Background: an optimization exercise with open tools, aiming at small area, a short achievable clock period and few clock cycles per item. Do not read the settings as production practice. RTL that was checked went through simulation tests only; none was proved equivalent to the original. Power figures rest on the tool's default switching activity, not on a simulated workload.

Setup of before:
## tlv_stream_parser_top
module tlv_stream_parser_top #(
	parameter int MAX_DEPTH = 8
) (
	input  wire         clk,
	input  wire         arst_n,
	input  wire         in_valid,
	output logic        in_stall,
	input  wire  [7:0]  data_byte,
	input  wire         pdu_last,
	output logic        out_valid,
	input  wire         out_stall,
	output logic [1:0]  byte_role,
	output logic        header_done,
	output logic [15:0] tag,
	output logic [31:0] value_length,
	output logic        constructed,
	output logic [3:0]  depth,
	output logic [3:0]  levels_closed,
	output logic [2:0]  status,
	output logic        pdu_done
);
Size: ~420 flip-flops, ~79 I/O pins, ~22000 um2 of cells after synthesis.
export LEC_CHECK = 0
export CAP_MARGIN = 20
export CORE_MARGIN = 2
export CORE_UTILIZATION = 40
export SETUP_SLACK_MARGIN = 5
export SLEW_MARGIN = 20
create_clock -name core_clock -period 8.5 [get_ports {clk}]
run.sh (not shown) runs the stock make flow with config.mk's settings and CLKGATE_MAP_FILE= SYNTH_SCRIPT=/design/flow/synth_recipe.tcl, a recipe that flattens the netlist after the stock synthesis.
before was carried through to the last stage, and its layout satisfied the timing, design-rule and antenna checks.
What after does differently from before at the input level:
-- flow/design.v --
<<< before, line 119
	logic        push, push_new, closing, pop, trunc;
	logic [3:0]  close_cnt;
	logic [31:0] arr_top_d, arr_new;
	logic [8:0]  an_lo;
	logic [23:0] an_hi0, an_hi1;
	logic [2:0]  arr_top_c;
	assign esc      = (b[7:1] == 7'h7F);
>>> after, line 119
	logic        push, push_new, closing, pop, trunc;
	logic [3:0]  close_cnt;
	logic [31:0] arr_top_d;
	logic [2:0]  arr_top_c;
	assign esc      = (b[7:1] == 7'h7F);
<<< before, line 148
	end
	assign push      = complete && !gt && cons && !len0 && !sp_q[3];
	assign push_new  = complete && !ge_raw && cons && !len0 && !sp_q[3];
	assign closing   = (ph_value && (vsat_q ? room_q == 32'd0 : len_q == 32'd1)) ||
	                   (complete && !cons && len0);
	assign pop       = closing && top_eq;
	assign close_cnt = top_eq ? tcnt_q : 4'd0;
	assign trunc     = last && !(closing && sp_q == close_cnt);
	assign err_fin   = (err_new != ST_OK) ? err_new : (trunc ? ST_TRUNC : ST_OK);
	assign an_lo   = {1'b0, room_q[7:0]} + {1'b0, ~b};
	assign an_hi0  = room_q[31:8] + ~len_q[23:0];
	assign an_hi1  = an_hi0 + 24'd1;
	assign arr_new = {an_lo[8] ? an_hi1 : an_hi0, an_lo[7:0]};
	always_comb begin
		arr_top_d = arr_d[0];
>>> after, line 146
	end
	assign push      = complete && !gt && cons && !len0 && !sp_q[3];
	assign push_new  = push && !ge_raw;
	assign closing   = (ph_value && (vsat_q ? room_q == 32'd0 : len_q == 32'd1)) ||
	                   (complete && !gt && !cons && len0);
	assign pop       = closing && top_eq;
	assign close_cnt = top_eq ? tcnt_q : 4'd0;
	assign trunc     = last && !(closing && sp_q == close_cnt);
	assign err_fin   = (err_new != ST_OK) ? err_new : (trunc ? ST_TRUNC : ST_OK);
	always_comb begin
		arr_top_d = arr_d[0];
<<< before, line 256
		for (int i = 0; i < NE; i++) begin
			if (ne_q == 4'(i + 1)) begin
				arr_d[i] <= arr_new;
				arr_c[i] <= tcnt_q[2:0];
			end
>>> after, line 250
		for (int i = 0; i < NE; i++) begin
			if (ne_q == 4'(i + 1)) begin
				arr_d[i] <= room_q + ~lv;
				arr_c[i] <= tcnt_q[2:0];
			end
[summary]
- Global-route usage was higher in before than in after.
- Per the comparison of after with before, share of the cycle needed by the critical path after routing flat; die area -about 1.2%; clock-buffer cell count has decreased; synthesized net count lower; number of standard cells in the layout, taps in and fillers out has decreased.
- Number of remaining DRC errors of before is on par with after.
- Area after synthesis, after vs before: down slightly
- Between after and before, required time of the critical path is lower for after, before comes in above that.
- Sort after and before by combinational cell fraction of total power asc -> top: before
Function was not checked in any run of this note: the RTL went through the layout flow alone.

---

Setup of lane 1:
The RTL this note starts from:
==> flow/design.v <==
`default_nettype none
package tlvsp_pkg;
	localparam logic [2:0] PH_TAG1  = 3'd0;
	localparam logic [2:0] PH_TAG2  = 3'd1;
	localparam logic [2:0] PH_LEN1  = 3'd2;
	localparam logic [2:0] PH_LENX  = 3'd3;
	localparam logic [2:0] PH_VALUE = 3'd4;
	localparam logic [2:0] PH_ERR   = 3'd5;
	localparam logic [2:0] ST_OK      = 3'd0;
	localparam logic [2:0] ST_TRUNC   = 3'd1;
	localparam logic [2:0] ST_OVERRUN = 3'd2;
	localparam logic [2:0] ST_EMPTY   = 3'd3;
	localparam logic [2:0] ST_DEEP    = 3'd4;
	localparam logic [1:0] ROLE_TAG   = 2'd0;
	localparam logic [1:0] ROLE_LEN   = 2'd1;
	localparam logic [1:0] ROLE_VALUE = 2'd2;
	localparam logic [1:0] ROLE_IGN   = 2'd3;
	localparam logic [7:0]  LEN_ESC16   = 8'hFE;
	localparam logic [7:0]  LEN_ESC32   = 8'hFF;
	localparam logic [31:0] POS_SAT     = 32'hFFFF_FFFF;
	typedef struct packed {
		logic        push;
		logic        pop;
		logic        clear;
		logic [31:0] next_pos;
		logic [31:0] elem_end;
	} stk_ctl_t;
	typedef struct packed {
		logic top_eq;   
		logic end_gt;   
	} stk_stat_t;
	typedef struct packed {
		logic [1:0]  byte_role;
		logic        header_done;
		logic [15:0] tag;
		logic [31:0] value_length;
		logic        constructed;
		logic [3:0]  depth;
		logic [3:0]  levels_closed;
		logic [2:0]  status;
		logic        pdu_done;
	} result_t;
endpackage
`default_nettype wire
`default_nettype none
import tlvsp_pkg::*;
module tlv_stream_parser_top #(
	parameter int MAX_DEPTH = 8
) (
	input  wire         clk,
	input  wire         arst_n,
	input  wire         in_valid,
	output logic        in_stall,
	input  wire  [7:0]  data_byte,
	input  wire         pdu_last,
	output logic        out_valid,
	input  wire         out_stall,
	output logic [1:0]  byte_role,
	output logic        header_done,
	output logic [15:0] tag,
	output logic [31:0] value_length,
	output logic        constructed,
	output logic [3:0]  depth,
	output logic [3:0]  levels_closed,
	output logic [2:0]  status,
	output logic        pdu_done
);
	localparam int NE = MAX_DEPTH;   
	logic       v1_q, v2_q, sk_q, adv, load;
	logic [7:0] b, sk_b;
	logic       last, sk_last;
	assign adv      = v1_q && (!v2_q || !out_stall);
	assign load     = adv || !v1_q;
	assign in_stall = sk_q;
	always_ff @(posedge clk or negedge arst_n) begin
		if (!arst_n) begin
			v1_q <= 1'b0;
			v2_q <= 1'b0;
			sk_q <= 1'b0;
		end else begin
			if (load)                  v1_q <= sk_q || in_valid;
			if (load)                  sk_q <= 1'b0;
			else if (in_valid && !sk_q) sk_q <= 1'b1;
			if (adv)                   v2_q <= 1'b1;
			else if (!out_stall)       v2_q <= 1'b0;
		end
	end
	always_ff @(posedge clk) begin
		if (load) begin
			b    <= sk_q ? sk_b : data_byte;
			last <= sk_q ? sk_last : pdu_last;
		end
		if (!sk_q) begin
			sk_b    <= data_byte;
			sk_last <= pdu_last;
		end
	end
	logic        ph_tag1, ph_tag2, ph_len1, ph_lenx, ph_value, ph_err;
	logic [15:0] tag_q;
	logic [31:0] len_q;     
	logic [1:0]  cnt_q;     
	logic        vsat_q;
	logic [2:0]  err_q;     
	logic [3:0]  sp_q;      
	logic [31:0] room_q;
	logic        roomz_q;   
	logic        lenone_q;  
	logic [3:0]  tcnt_q;
	logic [NE+1:1] ne_q;
	logic [31:0] arr_d [NE];
	logic [2:0]  arr_c [NE];
	logic [1:0]  o_role;
	logic        o_hd;
	logic [3:0]  o_depth;
	logic [3:0]  o_lc;
	logic        o_last;
	logic        esc, complete, len0, cons, top_sat, top_eq;
	logic [31:0] lv, lv_m1, room_dec;
	logic        lv_one, room_le1;
	logic        hi_gt, hi_eq, gt_raw, ge_raw, gt;
	logic [2:0]  err_new, err_fin;
	logic        push, push_new, closing, pop, trunc;
	logic [3:0]  close_cnt;
	logic [31:0] arr_top_d, arr_wd;
	logic        fix_q;     
	logic [2:0]  arr_top_c;
	assign esc      = (b[7:1] == 7'h7F);
	assign complete = (ph_len1 && !esc) || (ph_lenx && cnt_q == 2'd0);
	assign lv       = {len_q[23:0], b};
	assign len0     = (len_q[23:0] == 24'd0) && (b == 8'd0);
	assign cons     = tag_q[15] ? tag_q[14] : tag_q[6];
	assign top_sat  = ne_q[1];
	assign top_eq   = roomz_q && (tcnt_q != 4'd0);
	assign hi_gt  = len_q[23:0] > room_q[31:8];
	assign hi_eq  = len_q[23:0] == room_q[31:8];
	assign gt_raw = hi_gt || (hi_eq && b > room_q[7:0]);
	assign ge_raw = hi_gt || (hi_eq && b >= room_q[7:0]);
	assign gt     = gt_raw && !top_sat;
	assign room_dec = roomz_q ? 32'd0 : room_q - 32'd1;
	assign lv_one   = (len_q[23:0] == 24'd0) && (b == 8'd1);
	assign room_le1 = roomz_q || (room_q == 32'd1);
	assign lv_m1    = (b != 8'd0) ? {len_q[23:0], b - 8'd1} : {len_q[23:0] - 24'd1, 8'hFF};
	always_comb begin
		err_new = ST_OK;
		if (complete) begin
			if (gt)                         err_new = ST_OVERRUN;
			else if (cons && len0)          err_new = ST_EMPTY;
			else if (cons && sp_q[3])       err_new = ST_DEEP;
		end else if (!ph_value && top_eq) begin
			err_new = ST_OVERRUN;
		end
	end
	assign push      = complete && !gt && cons && !len0 && !sp_q[3];
	assign push_new  = push && !ge_raw;
	assign closing   = (ph_value && (vsat_q ? roomz_q : lenone_q)) ||
	                   (complete && !gt && !cons && len0);
	assign pop       = closing && top_eq;
	assign close_cnt = top_eq ? tcnt_q : 4'd0;
	assign trunc     = last && !(closing && sp_q == close_cnt);
	assign err_fin   = (err_new != ST_OK) ? err_new : (trunc ? ST_TRUNC : ST_OK);
	assign arr_wd = fix_q ? arr_top_d + ~room_q : room_dec;
	always_ff @(posedge clk or negedge arst_n) begin
		if (!arst_n) fix_q <= 1'b0;
		else         fix_q <= adv && !last && !ph_err && push_new;
	end
	always_comb begin
		arr_top_d = arr_d[0];
		arr_top_c = arr_c[0];
		for (int i = 1; i < NE; i++) begin
			if (ne_q[i + 2]) begin
				arr_top_d = arr_d[i];
				arr_top_c = arr_c[i];
			end
		end
	end
	always_ff @(posedge clk or negedge arst_n) begin
		if (!arst_n) begin
			ph_tag1  <= 1'b1;
			ph_tag2  <= 1'b0;
			ph_len1  <= 1'b0;
			ph_lenx  <= 1'b0;
			ph_value <= 1'b0;
			ph_err   <= 1'b0;
			sp_q     <= 4'd0;
			room_q   <= 32'hFFFF_FFFE;
			roomz_q  <= 1'b0;
			tcnt_q   <= 4'd0;
			ne_q     <= (NE+1)'(1);
		end else if (adv) begin
			if (last) begin
				ph_tag1  <= 1'b1;
				ph_tag2  <= 1'b0;
				ph_len1  <= 1'b0;
				ph_lenx  <= 1'b0;
				ph_value <= 1'b0;
				ph_err   <= 1'b0;
				sp_q     <= 4'd0;
				room_q   <= 32'hFFFF_FFFE;
				roomz_q  <= 1'b0;
				tcnt_q   <= 4'd0;
				ne_q     <= (NE+1)'(1);
			end else if (ph_err) begin
				room_q  <= room_dec;
				roomz_q <= room_le1;
			end else begin
				if (err_new != ST_OK) begin
					ph_tag1  <= 1'b0;
					ph_tag2  <= 1'b0;
					ph_len1  <= 1'b0;
					ph_lenx  <= 1'b0;
					ph_value <= 1'b0;
					ph_err   <= 1'b1;
				end else begin
					ph_tag1  <= push || closing;
					ph_tag2  <= ph_tag1 && b[7];
					ph_len1  <= (ph_tag1 && !b[7]) || ph_tag2;
					ph_lenx  <= (ph_len1 && esc) || (ph_lenx && !complete);
					ph_value <= (complete && !push && !closing) || (ph_value && !closing);
				end
				if (push) begin
					sp_q <= sp_q + 4'd1;
				end else if (closing) begin
					sp_q <= sp_q - close_cnt;
				end
				if (push_new) begin
					room_q  <= lv_m1;
					roomz_q <= lv_one;
					tcnt_q  <= 4'd1;
					ne_q   <= ne_q << 1;
				end else if (pop && !top_sat) begin
					room_q  <= arr_top_d;
					roomz_q <= (arr_top_d == 32'd0);
					tcnt_q  <= {1'b0, arr_top_c};
					ne_q   <= ne_q >> 1;
				end else begin
					room_q  <= room_dec;
					roomz_q <= room_le1;
					if (push)     tcnt_q <= tcnt_q + 4'd1;
					else if (pop) tcnt_q <= 4'd0;
				end
			end
		end
	end
	always_ff @(posedge clk) begin
		if (adv) begin
			if (ph_tag1) begin
				tag_q <= b[7] ? {b, 8'd0} : {8'd0, b};
			end else if (ph_tag2) begin
				tag_q[7:0] <= b;
			end
			if (ph_value)
				len_q <= len_q - 32'd1;
			else if (ph_tag1 || ph_tag2 || (ph_len1 && esc))
				len_q <= 32'd0;
			else
				len_q <= lv;
			if (!ph_value) vsat_q <= gt_raw;
			lenone_q <= ph_value ? (len_q == 32'd2) : (!(ph_tag1 || ph_tag2 || (ph_len1 && esc)) && lv_one);
			cnt_q  <= ph_len1 ? (b[0] ? 2'd3 : 2'd1) : cnt_q - 2'd1;
			err_q  <= ph_err ? err_q : err_fin;
			o_role  <= ph_err ? ROLE_IGN : (ph_tag1 || ph_tag2) ? ROLE_TAG :
			           (ph_len1 || ph_lenx) ? ROLE_LEN : ROLE_VALUE;
			o_hd    <= !ph_err && complete;
			o_depth <= ph_err ? 4'd0 : sp_q;
			o_lc    <= (!ph_err && closing && err_fin == ST_OK) ? close_cnt + 4'd1 : 4'd0;
			o_last  <= last;
		end
		for (int i = 0; i < NE; i++) begin
			if (fix_q ? ne_q[i + 2] : ne_q[i + 1]) begin
				arr_d[i] <= arr_wd;
			end
			if (!fix_q && ne_q[i + 1]) begin
				arr_c[i] <= tcnt_q[2:0];
			end
		end
	end
	assign out_valid     = v2_q;
	assign byte_role     = o_role;
	assign header_done   = o_hd;
	assign tag           = o_hd ? tag_q : 16'd0;
	assign value_length  = o_hd ? len_q : 32'd0;
	assign constructed   = o_hd && cons;
	assign depth         = o_depth;
	assign levels_closed = o_lc;
	assign status        = err_q;
	assign pdu_done      = o_last;
endmodule
`default_nettype wire
==> flow/config.mk <==
export PLATFORM = sky130hd
export DESIGN_NAME = tlv_stream_parser_top
export DESIGN_NICKNAME = tlv_stream_parser_top
export VERILOG_FILES = /design/flow/design.v
export SDC_FILE = /design/flow/constraint.sdc
export NUM_CORES = 4
export LEC_CHECK = 0
export CAP_MARGIN = 20
export CORE_MARGIN = 2
export CORE_UTILIZATION = 40
export SETUP_SLACK_MARGIN = 5
export SLEW_MARGIN = 20
==> flow/constraint.sdc <==
create_clock -name core_clock -period 8.5 [get_ports {clk}]
set_input_delay 1.7000 -clock core_clock [delete_from_list [all_inputs] [get_ports {clk}]]
set_output_delay 1.7000 -clock core_clock [all_outputs]
set_load 0.01 [all_outputs]
standard.sh (not shown) runs the stock make flow with config.mk's settings and CLKGATE_MAP_FILE= SYNTH_SCRIPT=/design/flow/synth_recipe.tcl, a recipe that flattens the netlist after the stock synthesis.
==> flow/flow/run.sh <==
#!/bin/bash
# The standard layout (standard synthesis, floorplan, placement, CTS, routing), with two
# changes:
#  - the port buffers that global placement adds are buf_2 cells rather than the clock-delay
#    buffers buffer_ports picks on its own (every port still gets its buffer);
#  - clock tree synthesis clusters up to 24 flip-flops within 60 um per leaf buffer and adds no
#    dummy loads.
# The make output goes to standard.log in this folder; ORFS keeps each step's log under orfs/logs.
set -euo pipefail
export BUFFER_PORTS_ARGS="-buffer_cell sky130_fd_sc_hd__buf_2"
export CTS_ARGS="-sink_clustering_enable -repair_clock_nets -dont_use_dummy_load -sink_clustering_size 24 -sink_clustering_max_diameter 60"
bash standard.sh > standard.log 2>&1
Here is what was changed in the inputs of lane 2 compared with lane 1.
--- a/flow/design.v
+++ b/flow/design.v
@@ -107,5 +107,5 @@
 	logic        lenone_q;  
 	logic [3:0]  tcnt_q;
-	logic [NE+1:1] ne_q;
+	logic [3:0]  ne_q;
 	logic [31:0] arr_d [NE];
 	logic [2:0]  arr_c [NE];
@@ -122,6 +122,5 @@
 	logic        push, push_new, closing, pop, trunc;
 	logic [3:0]  close_cnt;
-	logic [31:0] arr_top_d, arr_wd;
-	logic        fix_q;     
+	logic [31:0] arr_top_d;
 	logic [2:0]  arr_top_c;
 	assign esc      = (b[7:1] == 7'h7F);
@@ -130,5 +129,5 @@
 	assign len0     = (len_q[23:0] == 24'd0) && (b == 8'd0);
 	assign cons     = tag_q[15] ? tag_q[14] : tag_q[6];
-	assign top_sat  = ne_q[1];
+	assign top_sat  = (ne_q == 4'd1);
 	assign top_eq   = roomz_q && (tcnt_q != 4'd0);
 	assign hi_gt  = len_q[23:0] > room_q[31:8];
@@ -159,14 +158,9 @@
 	assign trunc     = last && !(closing && sp_q == close_cnt);
 	assign err_fin   = (err_new != ST_OK) ? err_new : (trunc ? ST_TRUNC : ST_OK);
-	assign arr_wd = fix_q ? arr_top_d + ~room_q : room_dec;
-	always_ff @(posedge clk or negedge arst_n) begin
-		if (!arst_n) fix_q <= 1'b0;
-		else         fix_q <= adv && !last && !ph_err && push_new;
-	end
 	always_comb begin
 		arr_top_d = arr_d[0];
 		arr_top_c = arr_c[0];
 		for (int i = 1; i < NE; i++) begin
-			if (ne_q[i + 2]) begin
+			if (ne_q == 4'(i + 2)) begin
 				arr_top_d = arr_d[i];
 				arr_top_c = arr_c[i];
@@ -186,5 +180,5 @@
 			roomz_q  <= 1'b0;
 			tcnt_q   <= 4'd0;
-			ne_q     <= (NE+1)'(1);
+			ne_q     <= 4'd1;
 		end else if (adv) begin
 			if (last) begin
@@ -199,5 +193,5 @@
 				roomz_q  <= 1'b0;
 				tcnt_q   <= 4'd0;
-				ne_q     <= (NE+1)'(1);
+				ne_q     <= 4'd1;
 			end else if (ph_err) begin
 				room_q  <= room_dec;
@@ -227,10 +221,10 @@
 					roomz_q <= lv_one;
 					tcnt_q  <= 4'd1;
-					ne_q   <= ne_q << 1;
+					ne_q   <= ne_q + 4'd1;
 				end else if (pop && !top_sat) begin
 					room_q  <= arr_top_d;
 					roomz_q <= (arr_top_d == 32'd0);
 					tcnt_q  <= {1'b0, arr_top_c};
-					ne_q   <= ne_q >> 1;
+					ne_q   <= ne_q - 4'd1;
 				end else begin
 					room_q  <= room_dec;
@@ -267,8 +261,6 @@
 		end
 		for (int i = 0; i < NE; i++) begin
-			if (fix_q ? ne_q[i + 2] : ne_q[i + 1]) begin
-				arr_d[i] <= arr_wd;
-			end
-			if (!fix_q && ne_q[i + 1]) begin
+			if (ne_q == 4'(i + 1)) begin
+				arr_d[i] <= room_q + ~lv;
 				arr_c[i] <= tcnt_q[2:0];
 			end
[summary]
- Lane 2 completed every stage of the flow, and the final layout passed the timing, design-rule and antenna checks.
- Lane 1 → lane 2: number of cells on the worst reg-to-reg path lower; number of resized instances in the post-cts repair step -62%; share of the cycle needed by the critical path after routing moved down.
- The initial core utilization of lane 2 and that of lane 1 are within noise of each other.
- Compared lane 1 against lane 2; synthesized cell count within noise.
- Against lane 1, lane 2 reports a adder-cell share of the synthesized area that is higher.
- Lane 1 vs lane 2, start point of the critical path: ne_q[3] vs ne_q[0]
- Global-route usage was higher in the run labelled lane 2.
- Lower final worst setup slack among lane 2 and lane 1: lane 1
Testbench counts of lane 2, summed over its fixed seeds: cycles 34,023, items 34,007.
Only the layout flow was run in lane 1; the RTL was not checked for function there.

## re-timing with driven ports
How much do the figures lean on ideal ports? The routed layouts below were timed once more, with nothing changed but the port constraints.
Step 1 assumes that a clkbuf_16 drives the clock port and a buf_2 every other input.
Step 2 times the ports against the registers' clock, not the clock port: input delays grow and output delays shrink by t, the midpoint of the rising clock arrivals with the driver on.
Three values: no drivers, after step 1, after step 2; two values: the first two.
run	t, ns	setup WS [ns]	latest minus earliest clock arrival (ns)	worst data-port slew with drivers (ns)	cell pins on the clock port's net
before	0.645	4.848 / 4.848 / 4.394	0.015 / 0.015	0.04	1
after	0.652	4.848 / 4.794 / 4.370	0.025 / 0.026	0.04	1
lane 1	0.625	4.291 / 4.291 / 4.291	0.080 / 0.080	0.03	1
lane 2	0.617	4.985 / 4.985 / 4.627	0.059 / 0.059	0.03	1
After both steps setup and hold are still met in every run listed. The setup slack of after, which loses most, moves by -0.054 ns with the drivers and by -0.478 ns with both steps.
